This design comes from an exercise in tuning for small area, a short achievable clock period and few clock cycles per item on the open sky130 flow, not from production work.
The RTL was checked by simulation tests, not by an equivalence proof against the original design.
Power is estimated from default activity; no workload was simulated.

==> flow/design.v (excerpt) <==
module lane_runner_solver
#(
  parameter int LANES = 4,
  parameter int COLS  = 64,
  parameter int LW    = $clog2(LANES)
) (
  input  wire logic             clk,
  input  wire logic             rst,
  input  wire logic             in_valid,
  input  wire logic [LW-1:0]    init,
  input  wire logic [2*LANES-1:0] in_map,
  output wire logic             out_valid,
  output wire logic [1:0]       out,
  output wire logic [LW-1:0]    lane_out,
  output wire logic             no_path
);
  localparam int CW = $clog2(COLS);
  localparam int PL = COLS - 3;
  localparam int PW = 2 * PL;
  logic          load_q;       
  logic          emit_q;       
  logic [CW-1:0] cnt_q;
  logic [LW-1:0] lane_q;       
  logic          a_first_q;    
  logic          a_step_q;     
  logic          a_last_q;     
  logic [LANES-1:0]            road_q;    
  logic [LANES-1:0]            low_q;     
  logic [LANES-1:0]            stl_q;     
  logic [LANES-1:0]            lowb_q;    
  logic [LANES-1:0]            reach_q;   
  logic [LANES-1:0][LANES-1:0] ord_q;     
  logic [LANES-1:0][2:0]       sel_q;     
  logic [LANES-1:0][PW-1:0]    path_q;
  logic [LANES-1:0]            esel_q;    
  logic                 out_valid_q;
  logic [1:0]           out_q;
  logic [1:0]           nxt_q;     
  logic [LW-1:0]        lane_out_q;
  logic                 no_path_q;
  logic w_take0, w_take, w_last;
  assign w_take0 = in_valid && !load_q && !emit_q && !a_last_q;
  assign w_take  = in_valid && load_q;
  assign w_last  = w_take && (cnt_q == CW'(COLS - 1));
  logic [LANES-1:0] w_road, w_low, w_stl;
  ...
make LEC_CHECK=0 CAP_MARGIN=20 CORE_MARGIN=2 CORE_UTILIZATION=40 CTS_CLUSTER_DIAMETER=100 CTS_CLUSTER_SIZE=25 SETUP_SLACK_MARGIN=3.4 SLEW_MARGIN=20 finish   # period 5.5 ns
run.sh (not shown) runs the stock make flow with config.mk's settings and CLKGATE_MAP_FILE= SYNTH_SCRIPT=/design/flow/synth_recipe.tcl, a recipe that flattens the netlist after the stock synthesis.
The first run completed with no timing, DRC or antenna violations.
Testbench counts at the start, summed over its fixed seeds: cycles 130,638, maps 1,200.
Rerun with:
--- a/flow/design.v
+++ b/flow/design.v
@@ -103,13 +103,15 @@
   logic [LANES-1:0][2:0]       w_sel;
   logic [LANES-1:0]            w_reach;
   logic [LANES-1:0][LANES-1:0] w_ord;
   logic [LANES-1:0]            w_hc;      
   logic [LANES-1:0]            w_best;    
   logic [LANES-1:0]            w_end;     
-  logic [LANES-1:0][1:0]       w_top;     
+  logic [LANES-1:0][1:0]       top_q;     
+  logic [LANES-1:0][1:0]       w_top_nx;  
+  logic [LANES-1:0][1:0]       w_nx_top;  
   logic [LANES-1:0][1:0]       w_top2;    
   logic [LANES-1:0][LW-1:0]    w_top_lane;
   for (genvar i = 0; i < LANES; i++) begin : g_bef_i
     for (genvar j = 0; j < LANES; j++) begin : g_bef_j
       if (i < j) begin : g_lt
         assign w_bef[i][j] = ord_q[i][j];
@@ -212,31 +214,35 @@
       for (genvar b = 0; b < 2; b++) begin : g_bit
         assign w_next[2*p+b] = !((sel_q[d][0] && path_q[DL][2*(p-1)+b]) ||
                                  (sel_q[d][1] && path_q[d][2*(p-1)+b]) ||
                                  (sel_q[d][2] && path_q[DR][2*(p-1)+b]));
       end
     end
+    assign w_nx_top[d] = w_next[PW-1:PW-2];
     for (genvar b = 0; b < 2; b++) begin : g_top
-      assign w_top[d][b] = (sel_q[d][0] && path_q[DL][PW-2+b]) ||
-                           (sel_q[d][1] && path_q[d][PW-2+b]) ||
-                           (sel_q[d][2] && path_q[DR][PW-2+b]);
+      assign w_top_nx[d][b] = (w_sel[d][0] && w_nx_top[DL][b]) ||
+                              (w_sel[d][1] && w_nx_top[d][b]) ||
+                              (w_sel[d][2] && w_nx_top[DR][b]);
       assign w_top2[d][b] = !((sel_q[d][0] && path_q[DL][PW-4+b]) ||
                               (sel_q[d][1] && path_q[d][PW-4+b]) ||
                               (sel_q[d][2] && path_q[DR][PW-4+b]));
     end
-    assign w_top_lane[d] = (w_top[d] == lane_runner_pkg::ACT_RIGHT) ? lane_q + LW'(1) :
-                           (w_top[d] == lane_runner_pkg::ACT_LEFT)  ? lane_q - LW'(1) : lane_q;
-    always_ff @(posedge clk) path_q[d] <= w_next;
+    assign w_top_lane[d] = (top_q[d] == lane_runner_pkg::ACT_RIGHT) ? lane_q + LW'(1) :
+                           (top_q[d] == lane_runner_pkg::ACT_LEFT)  ? lane_q - LW'(1) : lane_q;
+    always_ff @(posedge clk) begin
+      path_q[d] <= w_next;
+      top_q[d]  <= w_top_nx[d];
+    end
   end
   logic [LANES-1:0][1:0]    w_emit_l, w_first_l, w_second_l;
   logic [LANES-1:0][LW-1:0] w_lane1_l;
   logic [1:0]    w_emit_act, w_first, w_second;
   logic [LW-1:0] w_emit_lane, w_lane1;
   for (genvar l = 0; l < LANES; l++) begin : g_emit
     assign w_emit_l[l]   = esel_q[l] ? w_top2[l] : 2'b00;
-    assign w_first_l[l]  = w_best[l] ? w_top[l] : 2'b00;
+    assign w_first_l[l]  = w_best[l] ? top_q[l] : 2'b00;
     assign w_second_l[l] = w_best[l] ? w_top2[l] : 2'b00;
     assign w_lane1_l[l]  = w_best[l] ? w_top_lane[l] : LW'(0);
   end
   always_comb begin
     w_emit_act = '0;
     w_first    = '0;
@@ -263,22 +269,23 @@
       no_path_q   <= 1'b0;
     end else begin
       out_valid_q <= 1'b0;
       no_path_q   <= 1'b0;
       a_first_q   <= w_take0;
       a_step_q    <= w_take;
-      a_last_q    <= w_last;
+      a_last_q    <= w_last && (|w_reach);
       if (w_take0) begin
         load_q <= 1'b1;
         cnt_q  <= CW'(1);
       end else if (load_q) begin
         cnt_q <= cnt_q + CW'(1);
         if (!in_valid) begin
           load_q <= 1'b0;            
         end else if (w_last) begin
           load_q      <= 1'b0;
+          no_path_q   <= !(|w_reach);
         end
       end else if (a_last_q) begin
         out_valid_q <= |w_hc;
         no_path_q   <= !(|w_hc);
         emit_q      <= |w_hc;
         cnt_q       <= CW'(1);
The new run completed with no timing, DRC or antenna violations.
Count of clock-buffer cells in the layout decreases by 1.
Final cell count decreases by about 2.8%.
Wire length decreases by about 12%.
Setup slack barely changes.
Fmax is about the same.
Design area decreases by 2.8%.
Synthesized area stays flat.
Non-clock buffer count decreases by 37.
Global-route usage decreases by 2.7 points.
Sequential power decreases by about 1%.
Testbench counts after the change, summed over its fixed seeds: cycles 130,290, maps 1,200.

==> separate check: timing with driven ports <==
The flow's constraints put no driver on any port. The routed layouts listed below were extracted and timed again, unchanged, in two steps.
Step 1 sets driving cells, clkbuf_16 on the clock port and buf_2 on the other inputs (assumed; they add their load-dependent delay and slew).
Step 2 adds t to the input delays and takes it off the output delays; t is the mean of the earliest and latest rising clock arrival at the registers after step 1. Input paths then give back, and output paths get back, about the clock's delay inside the block.
Slacks: ideal / step 1 / step 2; pairs: ideal / step 1.
run	t (ns)	setup WS [ns]	clock arrival spread, ns	pins driven straight from the clock port
the first run	0.623	3.376 / 3.322 / 2.872	0.024 / 0.024	1
the second run	0.613	3.374 / 3.326 / 3.067	0.016 / 0.017	1
After both steps setup and hold are still met in every run listed. For the first run, which loses most, drivers alone change the setup slack by -0.054 ns; drivers and shift together by -0.504 ns.
